This design comes from an exercise in tuning for small area, a short achievable clock period and few clock cycles on the open sky130 flow, not from production work.
Function was checked by simulation only, so behaviour that the tests miss may differ from the original.
No activity file was given, so power comes from the tool's default toggle rates.

**flow/flow/run.sh**
```bash
#!/bin/bash
# The standard layout (the standard.sh, standard synthesis unchanged) with
# three changes to how it is made:
#  - ports are buffered with the smallest buffer instead of a delay cell
#  - clock tree synthesis uses clkbuf_4 and inserts no dummy loads
#  - timing repair aims past the clock period (SETUP_SLACK_MARGIN in config.mk)
# standard.sh's full output goes to standard_flow.log here; ORFS's per-step
# logs stay under orfs/logs.
set -euo pipefail
bash standard.sh \
  "BUFFER_PORTS_ARGS=-buffer_cell sky130_fd_sc_hd__buf_1" \
  "CTS_ARGS=-sink_clustering_enable -repair_clock_nets -dont_use_dummy_load -buf_list sky130_fd_sc_hd__clkbuf_4" \
  finish > standard_flow.log 2>&1
```
**flow/constraint.sdc**
```tcl
create_clock -name core_clock -period 4.0 [get_ports {clk}]
set_input_delay 0.8000 -clock core_clock [delete_from_list [all_inputs] [get_ports {clk}]]
set_output_delay 0.8000 -clock core_clock [all_outputs]
set_load 0.01 [all_outputs]
```
**flow/design.v**
```verilog
package dm_pkg;
    localparam int btt_w  = 23;                  
    localparam int addr_w = 32;                  
    localparam int tag_w  = 4;                   
    typedef enum logic {
        dir_mm2s = 1'b0,                         
        dir_s2mm = 1'b1                          
    } dm_dir_e;
    typedef struct packed {
        dm_dir_e                   dir;
        logic [addr_w-1:0]         addr;
        logic [btt_w-1:0]          btt;
        logic [tag_w-1:0]          tag;
    } dm_req_t;
    typedef struct packed {
        logic [3:0]                rsvd;         
        logic [tag_w-1:0]          tag;          
        logic [addr_w-1:0]         saddr;        
        logic                      drr;          
        logic                      eof;          
        logic [5:0]                dsa;          
        logic                      burst_type;   
        logic [btt_w-1:0]          btt;          
    } dm_cmd_t;
    typedef struct packed {
        logic                      okay;         
        logic                      slverr;       
        logic                      decerr;       
        logic                      interr;       
        logic [tag_w-1:0]          tag;          
    } dm_sts_t;
    typedef enum logic [1:0] {
        st_idle,
        st_issue,
        st_wait_sts
    } dm_state_e;
endpackage
package axis_pkg;
    typedef struct packed {
        logic [31:0] data;
        logic [3:0]  keep;                       
        logic        last;                       
    } axis32_t;
    typedef struct packed {
        logic [63:0] data;
        logic [7:0]  keep;                       
        logic        last;                       
    } axis64_t;
endpackage
module dm_cmd_ctrl (
    input  logic                        clk,
    input  logic                        rst_n,
    input  logic                        req_valid,        
    input  dm_pkg::dm_req_t             req,
    input  logic                        mm2s_cmd_ready,
    input  logic                        s2mm_cmd_ready,
    input  logic                        mm2s_sts_valid,
    input  dm_pkg::dm_sts_t             mm2s_sts,
    input  logic                        s2mm_sts_valid,
    input  dm_pkg::dm_sts_t             s2mm_sts,
    output logic                        mm2s_cmd_valid,
    output logic                        s2mm_cmd_valid,
    output dm_pkg::dm_cmd_t             cmd,
    output logic                        mm2s_sts_ready,
    output logic                        s2mm_sts_ready,
    output logic                        busy,
    output logic                        done,             
    output logic [dm_pkg::tag_w-1:0]    done_tag,
    output logic                        done_err
);
    logic [dm_pkg::addr_w-1:0]  addr_q;
    logic [dm_pkg::btt_w-1:0]   btt_q;
    logic [dm_pkg::tag_w-1:0]   tag_q;
    logic                       take;
    logic                       take_cmd;
    logic                       mm2s_cmd_hs;
    logic                       s2mm_cmd_hs;
    logic                       sts_hs;
    dm_pkg::dm_sts_t            sts_sel;
    logic                       sts_bad;
    assign take        = req_valid && !busy;
    assign take_cmd    = take && (req.btt != '0);
    assign mm2s_cmd_hs = mm2s_cmd_valid && mm2s_cmd_ready;
    assign s2mm_cmd_hs = s2mm_cmd_valid && s2mm_cmd_ready;
    assign sts_hs      = (mm2s_sts_ready && mm2s_sts_valid) || (s2mm_sts_ready && s2mm_sts_valid);
    assign sts_sel = mm2s_sts_ready ? mm2s_sts : s2mm_sts;
    assign sts_bad = !sts_sel.okay || sts_sel.interr || sts_sel.decerr || sts_sel.slverr
                     || (sts_sel.tag != tag_q);           
    always_comb begin
        cmd            = '0;
        cmd.btt        = btt_q;
        cmd.burst_type = 1'b1;                            
        cmd.dsa        = '0;                              
        cmd.eof        = 1'b1;
        cmd.drr        = 1'b0;
        cmd.saddr      = addr_q;
        cmd.tag        = tag_q;
        cmd.rsvd       = '0;
    end
    assign done_tag = tag_q;
    always_ff @(posedge clk or negedge rst_n) begin
        if (!rst_n) begin
            busy           <= 1'b0;
            mm2s_cmd_valid <= 1'b0;
            s2mm_cmd_valid <= 1'b0;
            mm2s_sts_ready <= 1'b0;
            s2mm_sts_ready <= 1'b0;
            done           <= 1'b0;
        end else begin
            busy           <= take_cmd || (busy && !sts_hs);
            mm2s_cmd_valid <= (take_cmd && req.dir == dm_pkg::dir_mm2s) || (mm2s_cmd_valid && !mm2s_cmd_ready);
            s2mm_cmd_valid <= (take_cmd && req.dir == dm_pkg::dir_s2mm) || (s2mm_cmd_valid && !s2mm_cmd_ready);
            mm2s_sts_ready <= mm2s_cmd_hs || (mm2s_sts_ready && !mm2s_sts_valid);
            s2mm_sts_ready <= s2mm_cmd_hs || (s2mm_sts_ready && !s2mm_sts_valid);
            done           <= (take && (req.btt == '0)) || sts_hs;
        end
    end
    always_ff @(posedge clk) begin
        if (!busy) begin
            addr_q <= req.addr;
            btt_q  <= req.btt;
            tag_q  <= req.tag;
        end
        done_err <= busy ? sts_bad : 1'b1;
    end
endmodule
module axis_upsizer (
    input  logic              clk,
    input  logic              rst_n,
    input  logic              s_axis_valid,
    input  axis_pkg::axis32_t s_axis,
    output logic              s_axis_ready,
    output logic              m_axis_valid,
    input  logic              m_axis_ready,
    output axis_pkg::axis64_t m_axis
);
    logic lane_q;                                
    logic full_q;                                
    logic in_hs;
    logic lane_d;
    logic valid_d;
    assign s_axis_ready = !full_q || m_axis_ready;
    assign in_hs        = s_axis_valid && s_axis_ready;
    always_comb begin
        lane_d  = lane_q;
        valid_d = m_axis_valid && !m_axis_ready;
        if (in_hs) begin
            lane_d = !lane_q && !s_axis.last;
            if (lane_q || s_axis.last) valid_d = 1'b1;
        end
    end
    always_ff @(posedge clk or negedge rst_n) begin
        if (!rst_n) begin
            lane_q       <= 1'b0;
            full_q       <= 1'b0;
            m_axis_valid <= 1'b0;
        end else begin
            lane_q       <= lane_d;
            full_q       <= valid_d && !lane_d;
            m_axis_valid <= valid_d;
        end
    end
    always_ff @(posedge clk) begin
        if (s_axis_ready && !lane_q) begin
            m_axis.data[31:0] <= s_axis.data;
            m_axis.keep[3:0]  <= s_axis.keep;
        end
        if (s_axis_ready) begin
            m_axis.data[63:32] <= lane_q ? s_axis.data : 32'h0;
            m_axis.keep[7:4]   <= lane_q ? s_axis.keep : 4'h0;
            m_axis.last        <= lane_q ? s_axis.last : 1'b1;
        end
    end
endmodule
module data_mover_top (
    input  logic                        clk,
    input  logic                        rst_n,
    input  logic                        req_valid,
    input  dm_pkg::dm_req_t             req,
    output logic                        busy,
    output logic                        done,
    output logic [dm_pkg::tag_w-1:0]    done_tag,
    output logic                        done_err,
    output logic                        mm2s_cmd_valid,
    input  logic                        mm2s_cmd_ready,
    output logic                        s2mm_cmd_valid,
    input  logic                        s2mm_cmd_ready,
    output dm_pkg::dm_cmd_t             cmd,
    input  logic                        mm2s_sts_valid,
    output logic                        mm2s_sts_ready,
    input  dm_pkg::dm_sts_t             mm2s_sts,
    input  logic                        s2mm_sts_valid,
    output logic                        s2mm_sts_ready,
    input  dm_pkg::dm_sts_t             s2mm_sts,
    input  logic                        s_axis_valid,
    input  axis_pkg::axis32_t           s_axis,
    output logic                        s_axis_ready,
    output logic                        m_axis_valid,
    output axis_pkg::axis64_t           m_axis,
    input  logic                        m_axis_ready
);
    dm_cmd_ctrl i_cmd_ctrl (
        .clk(clk), .rst_n(rst_n),
        .req_valid(req_valid), .req(req),
        .mm2s_cmd_ready(mm2s_cmd_ready), .s2mm_cmd_ready(s2mm_cmd_ready),
        .mm2s_sts_valid(mm2s_sts_valid), .mm2s_sts(mm2s_sts),
        .s2mm_sts_valid(s2mm_sts_valid), .s2mm_sts(s2mm_sts),
        .mm2s_cmd_valid(mm2s_cmd_valid), .s2mm_cmd_valid(s2mm_cmd_valid), .cmd(cmd),
        .mm2s_sts_ready(mm2s_sts_ready), .s2mm_sts_ready(s2mm_sts_ready),
        .busy(busy), .done(done), .done_tag(done_tag), .done_err(done_err)
    );
    axis_upsizer i_upsizer (
        .clk(clk), .rst_n(rst_n),
        .s_axis_valid(s_axis_valid), .s_axis(s_axis), .s_axis_ready(s_axis_ready),
        .m_axis_valid(m_axis_valid), .m_axis_ready(m_axis_ready), .m_axis(m_axis)
    );
endmodule
```
**flow/standard.sh**
```bash
#!/bin/bash
# synth_recipe.tcl (not shown) runs the flow's synth.tcl, then flattens the netlist and writes it again
# the make line also repeats each setting of config.mk as NAME=value (left out here)
make -C /OpenROAD-flow-scripts/flow DESIGN_CONFIG=/design/flow/config.mk WORK_HOME=/design/flow/orfs CLKGATE_MAP_FILE= SYNTH_SCRIPT=/design/flow/synth_recipe.tcl "${@:-finish}"
```
**flow/config.mk**
```make
export PLATFORM = sky130hd
export DESIGN_NAME = data_mover_top
export DESIGN_NICKNAME = data_mover_top
export VERILOG_FILES = /design/flow/design.v
export SDC_FILE = /design/flow/constraint.sdc
export NUM_CORES = 4
export LEC_CHECK = 0
export CAP_MARGIN = 20
export CORE_MARGIN = 2
export CORE_UTILIZATION = 40
export SETUP_SLACK_MARGIN = 2.05
export SLEW_MARGIN = 20
```
==> results.yml, run 1 <==
floorplanning:
  initial_core_util_pct: 40.8
  ios: 280
  std_cell_rows: 40
  core_region_area_mm2: 0.0120
  die_height_um: 115
  die_w_um: 115
  die_area_mm2: 0.0132
logic_synthesis:
  syn_area_mm2: 0.00491
  synth_ff_type: "edfxtp_1"
  async_reset_ff_share_pct: 6.34
  synth.ff_latch_count: 142
  ys.warnings.count: 2
  synth_top_area_share_pct: 80.8
  synth_edf_count: 132
  synthesis.area_per_instance_um2: 19.4
  yosysSeqAreaShare_pct: 85.8
  largest_area_contributor_in_the_netlist: "edfxtp_1"
  synthesis.instances: 253
  synth.area.top_cells: "edfxtp_1 (81%), and2_1 (4.6%), dfrtp_1 (4.6%), buf_4 (2.6%), xor2_1 (1.1%)"
  synth_cell_types: 27
timing:
  setup_viol: 0
  timing.max_slew.rel_slack_pct: 51.2
  layout_setup_ws_ns: 1.98
  timing.fmax_mhz: 495
  worst_clock_skew_ns: 0.0214
  worst-slew-pin-transition_ns: 0.731
  hold_violations: 0
  rsz_0062_raised_after_global_routing: "yes"
  final.period_utilization_pct: 50.5
  timing_max_transition_violations_final: 0
  min_clock_period_post_route_ns: 2.02
  setup_total_negative_slack_ns: 0
min_path:
  holdCritPathClass: "in2async"
cells_and_area:
  layout-drive-gt1-share_pct: 11.9
  commonest_non_fill_non_tap_cells_in_the_layout: "buf_1 (245), edfxtp_1 (132), and2_1 (36), clkbuf_4 (17), clkbuf_2 (16)"
  final_common_cell: "buf_1"
  syn_to_layout_area_delta_pct: 29.4
  finish.net_count: 668
  filler_cell_count: 1066
clocking:
  cts.clk_slew.worst_paths_ns: 0.10
  root_buffer: "clkbuf_4"
  number_of_sinks_handled_by_clock_tree_synthesis: 142
  clk_path_buf_depth: 2
  clock_tree.htree_level_count: 4
  tritoncts.num_buffers: 17
  worstSkewPairLatency_ns: 0.52
  tritoncts: "yes"
detailed_routing:
  detailedRoute.firstIterationViolations: 261
  route.detailed.vias_per_inst: 4.61
  drc: 0
  vias: 3190
  uppermost_signal_routing_layer_after_detailed_routing: "met4"
  wl_met2_mm: 5.63
  wl_met1_mm: 4.38
  route.final.wire_length_mm: 11.5
  routed_wire_length_per_instance_um: 16.6
  route.antenna.remaining_nets: 0
  drt_pass1_iterations: 4
  routed_length_on_met3_mm: 1.26
global_route:
  grt_start_max_net_pins: 61
  globalRouteTotalUtil_pct: 16.9
  grt_remaining_overflow: 0
  number_of_antenna_violations_at_the_first_check_in_global_routing: 0
  grt_pass1_wl_mm: 16.0
  grt_pass1_vias: 3048
worst_setup_path:
  maximum_fanout_along_the_worst_path: 4
  rr_startpoint: "i_cmd_ctrl.busy"
  setup.worst_path.start: "m_axis_ready"
  worstPathRequired_ns: 3.20
  critical_path.startpoint_type: "primary input"
  rrSetupSlack_ns: 2.28
  timing.critical_path.to_type: "output port"
  cell_depth_of_the_worst_flop_to_flop_path: 5
  critical_path_arrival_ns: 1.22
  crit-reg2reg-capture: "i_cmd_ctrl.mm2s_cmd_valid"
  criticalPathCategory: "in2out"
  critical_path.endpoint: "s_axis_ready"
placement:
  preCtsSetupSlack_ns: 1.60
  globalplace.congestion: 0.813
  port-buffer-count: 266
  dp.final_hpwl_mm: 8.30
pwr:
  worst_ir_drop_vdd_mv: 0.278
  power_density_mw_per_mm2: 607
  power_leakage_nw: 2.28
outcome:
  status: "complete, no violations"
job:
  max_cap_viol_count: 0
==> synth_stat cells, types with 3 or more instances <==
cell      count
edfxtp_1    132
nand2_1       9
nor4_1        6
and2_1       36
o21ai_0       3
nor3_1        3
clkbuf_1      4
inv_1         6
xor2_1        6
dfrtp_1       9
buf_4        17
==> kinds of logic after synthesis <==
kind of cell | synth area share (%)
xor gates and xnor gates | 1.07
other | 0.153
muxes | 0.638
buffers and inverters | 3.37
DFF | 85.8
and+or+nand+nor | 7.55
AOI/OAI and AO/OA | 1.43
==> area by class of cell <==
type,count,area (um^2),area share (%)
Timing Repair Buffer,282,1180,18.6
Inverter,6,26.3,0.414
Tap cell,147,184,2.90
Multi-Input combinational cell,97,609,9.60
Antenna cell,1,2.50,0.0394
Clock buffer,17,128,2.01
Sequential cell,142,4210,66.4
==> metal layers <==
layer | global-route usage [%] | vias up
met5 | 0 | -
met4 | 7.79 | 0
met3 | 8.43 | 16
met2 | 26.9 | 192
met1 | 19.4 | 1496
li1 | - | 1486
==> stage by stage <==
step                cell area [um^2]  instances  hold slack (ns)  util (%)  total power [mW]
CTS                             6290        688            0.160      52.3              3.88
finish                          6350        692            0.205      52.8              3.85
detailed placement              6040        658            0.501      50.3              3.21
global placement                6020        657            0.493      50.1              3.17
floorplan                       4970        264            0.504         -              2.77
global route                    6340        691            0.179      52.8              4.06
==> what timing repair did <==
action                     CTS  global route
hold buffers                 0             0
cloned                       2             0
setup endpoints to repair   44            19
setup buffers               11             3
gates resized for setup      8            21
==> critical path, cell delays in order <==
cell	delay, ns
buf_2	0.13
nand2b_4	0.16
buf_6	0.12
==> state kept, by name, summed over array words and instances, names as in the netlist, 4 cells and up <==
| name | flops |
|---|---|
| i_upsizer.m_axis | 73 |
| i_cmd_ctrl.addr_q | 32 |
| i_cmd_ctrl.btt_q | 23 |
| i_cmd_ctrl.tag_q | 4 |
==> power by group <==
group / total (mW) / internal (mW) / switching, mW / leakage, nW
Combinational: 0.973 / 0.332 / 0.642 / 0.743
Sequential: 2.28 / 2.13 / 0.149 / 1.46
Clock: 0.599 / 0.194 / 0.404 / 0.0782
==> worst min path at each step <==
stage	end	cells past startpoint
after floorplan	i_cmd_ctrl.busy	0
after global placement	i_cmd_ctrl.s2mm_sts_ready	2
after detailed placement	i_cmd_ctrl.s2mm_sts_ready	2
after CTS	i_cmd_ctrl.s2mm_cmd_valid	1
after global routing	i_upsizer.m_axis_valid	1
final	i_cmd_ctrl.s2mm_cmd_valid	1
Testbench counts, summed over its fixed seeds: cycles 29,522.
==> inputs of run 2 (changes only) <==
==> flow/flow/run.sh (replaced) <==
#!/bin/bash
# The standard layout (the standard.sh, standard synthesis unchanged) with
# three changes to how it is made:
#  - ports are buffered with the smallest buffer instead of a delay cell
#  - clock tree synthesis uses clkbuf_8 and inserts no dummy loads
#  - timing repair aims past the clock period (SETUP_SLACK_MARGIN in config.mk)
# standard.sh's full output goes to standard_flow.log here; ORFS's per-step
# logs stay under orfs/logs.
set -euo pipefail
bash standard.sh \
  "BUFFER_PORTS_ARGS=-buffer_cell sky130_fd_sc_hd__buf_1" \
  "CTS_ARGS=-sink_clustering_enable -repair_clock_nets -dont_use_dummy_load -buf_list sky130_fd_sc_hd__clkbuf_8" \
  finish > standard_flow.log 2>&1
--- a/flow/config.mk
+++ b/flow/config.mk
@@ -8,5 +8,5 @@
 export CAP_MARGIN = 20
 export CORE_MARGIN = 2
-export CORE_UTILIZATION = 40
+export CORE_UTILIZATION = 65
 export SETUP_SLACK_MARGIN = 2.05
 export SLEW_MARGIN = 20
==> run 2 against run 1 <==
Compared with the run above:
- still clean on timing, DRC and antenna
- clock skew rose by 0.011 ns
- cell area fell by 0.51%
- area after synthesis did not move
- hold slack improved by 0.11 ns
- worst setup slack improved by 0.0080 ns
- clock power rose by 33%
- power rose by 3.8%
- non-clock buffer count fell by 9
- clock-buffer cell count did not move
- combinational power fell by 7.2%
- maximum frequency rose by 0.40%
- largest cell class unchanged
- highest routed layer unchanged
==> results.yml, run 2 <==
timing:
  timing.fmax_mhz: 497
  timing.hold.ws_ns: 0.311
  min_clock_period_post_route_ns: 2.01
  setup_viol: 0
  worst-slew-pin-transition_ns: 1.00
  hold_violations: 0
  worst_clock_skew_ns: 0.0326
  rsz_0062_raised_after_global_routing: "yes"
  final.period_utilization_pct: 50.3
  setup_total_negative_slack_ns: 0
  timing_max_transition_violations_final: 0
  timing.max_slew.rel_slack_pct: 33.3
logic_synthesis:
  async_reset_ff_share_pct: 6.34
  synth.most_common_cell: "edfxtp_1"
  synth.ff_latch_count: 142
  yosys.area_share.adder_pct: 0
  yosysSeqAreaShare_pct: 85.8
  synthesis.instances: 253
  synth_ff_type: "edfxtp_1"
  synth_cell_types: 27
  synth-compound-area-share_pct: 1.43
  synth_top_area_share_pct: 80.8
  synth_simple_gate_area_share_pct: 7.55
  synthesis.area_per_instance_um2: 19.4
  synthesized_area_fraction_occupied_by_xor_and_xnor_cells_pct: 1.07
  synthMuxAreaShare_pct: 0.638
  synth.area.top_cells: "edfxtp_1 (81%), and2_1 (4.6%), dfrtp_1 (4.6%), buf_4 (2.6%), xor2_1 (1.1%)"
  ys.warnings.count: 2
  ys_top_cells_by_count: "edfxtp_1 (132), and2_1 (36), buf_4 (17)"
  synth_edf_count: 132
  syn_area_mm2: 0.00491
  dominant_combinational_cell_family_by_area_after_synthesis: "simple AND/OR/NAND/NOR gates"
  largest_area_contributor_in_the_netlist: "edfxtp_1"
placement:
  port-buffer-count: 266
  dp.final_hpwl_mm: 8.09
  globalplace.congestion: 0.816
worst_setup_path:
  setup.worst_path.start: "m_axis_ready"
  critical_path_arrival_ns: 1.21
  worstPathRequired_ns: 3.20
  maximum_fanout_along_the_worst_path: 6
  critical_path.startpoint_type: "primary input"
  criticalPathCategory: "in2out"
  rr_startpoint: "i_upsizer.lane_q"
  timing.critical_path.to_type: "output port"
global_route:
  grt_pass1_vias: 3113
  globalRouteTotalUtil_pct: 27.0
  grt_remaining_overflow: 0
  number_of_antenna_violations_at_the_first_check_in_global_routing: 0
  grt_start_max_net_pins: 61
  grt_pass1_wl_mm: 16.2
cells_and_area:
  finish.net_count: 660
  top_regs: "i_upsizer.m_axis (73), i_cmd_ctrl.addr_q (32), i_cmd_ctrl.btt_q (23)"
  largest_register_ff_count: 73
  registers.top_by_ff_count: "i_upsizer.m_axis"
  final_common_cell: "buf_1"
  layout-drive-gt1-share_pct: 6.53
  antenna_cells: 0
  commonest_non_fill_non_tap_cells_in_the_layout: "buf_1 (264), edfxtp_1 (132), and2_1 (36), clkbuf_8 (17), conb_1 (13)"
  finish.utilization_pct: 86.6
  syn_to_layout_area_delta_pct: 28.7
  filler_cell_count: 367
outcome:
  status: "complete, no violations"
detailed_routing:
  drt_pass1_iterations: 4
  routed_wire_length_per_instance_um: 17.6
  route.antenna.remaining_nets: 0
  drc: 0
  route.final.wire_length_mm: 11.2
  route.detailed.vias_per_inst: 5.06
  vias: 3211
  detailedRoute.firstIterationViolations: 185
floorplanning:
  die_height_um: 90.9
  die_w_um: 90.9
  die_area_mm2: 0.00826
  std_cell_rows: 31
  ios: 280
  core_region_area_mm2: 0.00729
  initial_core_util_pct: 67.3
clocking:
  clock_tree.htree_level_count: 4
  worstSkewPairLatency_ns: 0.42
  cts.clk_slew.worst_paths_ns: 0.06
  postCtsHoldBufs: 0
  tritoncts: "yes"
  clk_path_buf_depth: 2
  number_of_sinks_handled_by_clock_tree_synthesis: 142
  tritoncts.num_buffers: 17
  root_buffer: "clkbuf_8"
pwr:
  power_leakage_nw: 2.23
  power_density_mw_per_mm2: 633
  worst_ir_drop_vdd_mv: 0.459
  post-layout-total-power_mw: 4.00
min_path:
  holdCritPathClass: "in2async"
job:
  max_cap_viol_count: 0
run 2: final timing paths:
path	to	depth (start not counted)	slack (ns)
max	s_axis_ready	3	1.99
min in group core_clock	i_cmd_ctrl.s2mm_sts_ready	2	0.51
max in group asynchronous	i_upsizer.full_q	1	3.33
min reg2reg	i_cmd_ctrl.s2mm_sts_ready	2	0.51
min	i_cmd_ctrl.mm2s_cmd_valid	1	0.31
max reg2reg	i_upsizer.full_q	3	2.33
run 2: cells by family after synthesis:
| logic type | Yosys count |
|---|---|
| AOI/OAI and AO/OA | 10 |
| muxes | 3 |
| and+or+nand+nor | 63 |
| xor gates and xnor gates | 6 |
| buffers and inverters | 27 |
| other | 2 |
| DFF | 142 |
run 2: cell type report:
type	count	area [um^2]	area share (%)
Tap cell	99	124	1.96
Clock buffer	17	234	3.71
Multi-Input combinational cell	98	626	9.91
Inverter	6	26.3	0.416
Sequential cell	142	4210	66.7
Timing Repair Buffer	273	1090	17.3
run 2: what timing repair did:
action,in CTS,in global routing
setup endpoints to repair,37,37
buffers inserted,0,6
resized for setup,0,10
gates cloned,3,0
pin swaps,0,0
run 2: report_power, final:
| part | switching, mW | total [mW] | internal (mW) |
|---|---|---|---|
| clock | 0.422 | 0.796 | 0.374 |
| sequential | 0.167 | 2.30 | 2.13 |
| combinational | 0.623 | 0.903 | 0.281 |
run 2: metrics by stage:
step | setup WS, ns | instance area [um^2] | cells
floorplan | 2.04 | 4970 | 264
global placement | 1.64 | 5960 | 609
detailed placement | 1.64 | 5960 | 609
CTS | 1.85 | 6220 | 629
global route | 1.98 | 6310 | 635
finish | 1.99 | 6310 | 635
run 2: critical path, stage by stage:
cell and delay, ns:
buf_8 0.10, nand2b_4 0.17, buf_6 0.14
run 2: layer usage:
layer	share of wire [%]	track usage [%]	up-vias	wire length, um
met5	0	0	-	0
met1	32	30.0	1498	3630
met4	3.3	13.0	0	373
li1	-	-	1467	-
met2	54	46.5	214	6020
met3	10	9.52	32	1160
==> inputs of run 3 (changes only) <==
--- a/flow/design.v
+++ b/flow/design.v
@@ -161,15 +161,15 @@
         end
     end
+    logic [35:0] lo_q;                           
+    logic [36:0] hi_q;                           
+    logic        wr_hi;
+    assign wr_hi = s_axis_ready && lane_q;
     always_ff @(posedge clk) begin
-        if (s_axis_ready && !lane_q) begin
-            m_axis.data[31:0] <= s_axis.data;
-            m_axis.keep[3:0]  <= s_axis.keep;
-        end
-        if (s_axis_ready) begin
-            m_axis.data[63:32] <= lane_q ? s_axis.data : 32'h0;
-            m_axis.keep[7:4]   <= lane_q ? s_axis.keep : 4'h0;
-            m_axis.last        <= lane_q ? s_axis.last : 1'b1;
-        end
-    end
+        if (s_axis_ready && !lane_q) lo_q <= {s_axis.data, s_axis.keep};
+        hi_q <= ({37{wr_hi}} & {s_axis.data, s_axis.keep, s_axis.last})
+              | {36'h0, s_axis_ready && !lane_q}
+              | ({37{!s_axis_ready}} & hi_q);
+    end
+    assign m_axis = {hi_q[36:5], lo_q[35:4], hi_q[4:1], lo_q[3:0], hi_q[0]};
 endmodule
 module data_mover_top (
--- a/flow/config.mk
+++ b/flow/config.mk
@@ -6,4 +6,5 @@
 export NUM_CORES = 4
 export LEC_CHECK = 0
+export ABC_AREA = 1
 export CAP_MARGIN = 20
 export CORE_MARGIN = 2
==> run 3 against run 2 <==
Compared with the run above:
- still clean
- via count is 8.1% higher
- first-iteration DRC count stayed put
- routed wire length is 4.1% higher
- hold slack better by 0.012 ns
==> results.yml, run 3 <==
logic_synthesis:
  synth.ff_latch_count: 142
  synth_simple_gate_area_share_pct: 6.54
  synth_cell_types: 20
  synth-compound-area-share_pct: 7.77
  dominant_combinational_cell_family_by_area_after_synthesis: "compound AO/OA/AOI/OAI gates"
  async_reset_ff_share_pct: 6.34
  yosys.area_share.adder_pct: 0
  synthMuxAreaShare_pct: 0
  synth_ff_type: "edfxtp_1"
  synth_edf_count: 95
  synthesis.instances: 302
  synthesis.area_per_instance_um2: 15.8
  synth_top_area_share_pct: 59.6
  ys_top_cells_by_count: "edfxtp_1 (95), nand2_1 (39), dfxtp_1 (38)"
  syn_area_mm2: 0.00478
  ys.warnings.count: 2
  synth.area.top_cells: "edfxtp_1 (60%), dfxtp_1 (16%), a22o_1 (6.8%), dfrtp_1 (4.7%), buf_4 (3.1%)"
  synth.most_common_cell: "edfxtp_1"
  synthesized_area_fraction_occupied_by_xor_and_xnor_cells_pct: 0
  largest_area_contributor_in_the_netlist: "edfxtp_1"
  yosysSeqAreaShare_pct: 80.3
detailed_routing:
  routed_wire_length_per_instance_um: 17.3
  route.detailed.vias_per_inst: 5.15
  vias: 3470
  drt_pass1_iterations: 4
  route.antenna.remaining_nets: 0
  drc: 0
  route.final.wire_length_mm: 11.6
  detailedRoute.firstIterationViolations: 185
clocking:
  number_of_sinks_handled_by_clock_tree_synthesis: 142
  clock_tree.htree_level_count: 4
  cts.clk_slew.worst_paths_ns: 0.06
  postCtsHoldBufs: 0
  tritoncts: "yes"
  clk_path_buf_depth: 2
  root_buffer: "clkbuf_8"
  tritoncts.num_buffers: 17
  worstSkewPairLatency_ns: 0.42
global_route:
  globalRouteTotalUtil_pct: 28.5
  grt_pass1_vias: 3312
  number_of_antenna_violations_at_the_first_check_in_global_routing: 0
  grt_remaining_overflow: 0
  grt_pass1_wl_mm: 17.1
  grt_start_max_net_pins: 40
worst_setup_path:
  rrSetupSlack_ns: 2.23
  cell_depth_of_the_worst_flop_to_flop_path: 3
  critical_path_arrival_ns: 1.15
  critical_path.startpoint_type: "primary input"
  criticalPathCategory: "in2out"
  rr_startpoint: "i_upsizer.full_q"
  maximum_fanout_along_the_worst_path: 4
  worstPathRequired_ns: 3.20
  crit-reg2reg-capture: "i_upsizer.lo_q[26]"
  timing.critical_path.to_type: "output port"
timing:
  timing.max_slew.rel_slack_pct: 36.8
  hold_violations: 0
  rsz_0062_raised_after_global_routing: "yes"
  min_clock_period_post_route_ns: 1.95
  timing.hold.ws_ns: 0.322
  final.period_utilization_pct: 48.7
  setup_viol: 0
  worst-slew-pin-transition_ns: 0.947
  setup_total_negative_slack_ns: 0
  layout_setup_ws_ns: 2.05
  worst_clock_skew_ns: 0.0271
  timing.fmax_mhz: 513
  timing_max_transition_violations_final: 0
floorplanning:
  core_region_area_mm2: 0.00718
  die_height_um: 89.8
  ios: 280
  die_area_mm2: 0.00806
  die_w_um: 89.8
  initial_core_util_pct: 66.7
  std_cell_rows: 31
placement:
  post-place-cells: 654
  detailed_place.area_mm2: 0.00580
  preCtsSetupSlack_ns: 1.49
  globalplace.congestion: 0.818
  port-buffer-count: 266
  dp.final_hpwl_mm: 8.71
cells_and_area:
  layout.cells.non_filler: 674
  filler_cell_count: 422
  final_cell_area_mm2: 0.00607
  commonest_non_fill_non_tap_cells_in_the_layout: "buf_1 (264), edfxtp_1 (95), nand2_1 (39), dfxtp_1 (38), a22o_1 (37)"
  finish.net_count: 699
  antenna_cells: 0
  layout-drive-gt1-share_pct: 5.22
  top_regs: "i_upsizer.hi_q (37), i_upsizer.lo_q (36), i_cmd_ctrl.addr_q (32)"
  largest_register_ff_count: 37
  registers.top_by_ff_count: "i_upsizer.hi_q"
  syn_to_layout_area_delta_pct: 26.9
  final_common_cell: "buf_1"
  finish.utilization_pct: 84.6
pwr:
  power_density_mw_per_mm2: 611
  total_switching_power_mw: 1.13
  internal_power_mw: 2.58
  power_leakage_nw: 2.25
  power.share.combinational_pct: 21.8
  worst_ir_drop_vdd_mv: 0.349
  power.switching_fraction_pct: 30.5
  power.share.clock_pct: 21.4
  seq_power_share_pct: 56.7
  post-layout-total-power_mw: 3.71
job:
  max_cap_viol_count: 0
min_path:
  holdCritPathClass: "in2async"
outcome:
  status: "complete, no violations"
[run 3: changes by cell type after synthesis, moves of 20 or more]
cell and delta:
a22o_1 +37, and2_1 -36, dfxtp_1 +37, edfxtp_1 -37, nand2_1 +30, nor2_1 +20
[run 3: area by class of cell]
class	count	area, um^2	area share [%]
tap	99	124	2.04
sequential	142	3840	63.2
inverter	15	80.1	1.32
timing repair buffer	268	1030	17.0
multi-input combinational	132	756	12.5
clock buffer	17	234	3.85
timing repair inverter	1	5.00	0.0825
[run 3: worst max-delay path: stages]
cell	delay, ns
buf_8	0.11
inv_12	0.05
nand2_8	0.05
buf_6	0.13
[run 3: worst max path at each step]
stage / start / end / slack [ns]
3_5_place_dp: m_axis_ready / i_upsizer.lo_q[22] / 1.49
5_1_grt: m_axis_ready / s_axis_ready / 2.04
6_report: m_axis_ready / s_axis_ready / 2.05
3_3_place_gp: m_axis_ready / i_upsizer.lo_q[18] / 1.51
4_1_cts: m_axis_ready / s_axis_ready / 2.05
2_1_floorplan: m_axis_ready / i_upsizer.lo_q[0] / 1.85
[run 3: cell families after synthesis]
| logic type | after synthesis |
|---|---|
| compound gates | 46 |
| buf+inv | 40 |
| flops | 142 |
| other cells | 2 |
| simple gates | 72 |
[run 3: timing repair]
item,CTS,global route
gates cloned,0,2
endpoints found under the setup margin,37,40
gates resized for setup,7,0
pin swaps,0,1
setup buffers,0,1
[run 3: layer usage]
| metal | GRT usage [%] | share of wire [%] |
|---|---|---|
| met3 | 8.05 | 8.8 |
| met5 | 0 | 0 |
| met2 | 49.3 | 51 |
| met4 | 16.0 | 4.3 |
| met1 | 31.9 | 36 |
[run 3: power groups by stage]
stage | clock, mW | combinational (mW) | sequential (mW)
floorplan | 0 | 0.316 | 2.27
global placement | 0 | 0.779 | 2.12
detailed placement | 0 | 0.800 | 2.12
CTS | 0.806 | 0.806 | 2.10
global route | 0.862 | 0.884 | 2.13
finish | 0.795 | 0.809 | 2.10
Testbench counts of run 3, summed over its fixed seeds: cycles 29,522.

## afterwards: timing with drivers on the ports
In the flow no input, the clock included, has a driving cell. The finished layouts below were timed again as built, in two steps. Step 1 (the two cells are an assumption about what drives the block):
set clk [get_ports {clk}]
set_driving_cell -lib_cell sky130_fd_sc_hd__clkbuf_16 $clk
set_driving_cell -lib_cell sky130_fd_sc_hd__buf_2 [delete_from_list [all_inputs] $clk]
Step 2, shift: input delay + t, output delay - t, t = (earliest + latest rising clock arrival at the registers) / 2. This alone moves slack from input paths to output paths. a / b / c = ideal / step 1 / step 2; a / b = the first two.
run	t (ns)	setup slack, ns	pins driven straight from the clock port
run 1	0.542	1.982 / 1.931 / 1.931	1
run 2	0.439	1.990 / 1.925 / 1.925	1
run 3	0.443	2.051 / 2.005 / 1.722	1
After both steps setup and hold are still met in every run listed. The setup slack of run 3, which loses most, moves by -0.046 ns with the drivers and by -0.329 ns with both steps.
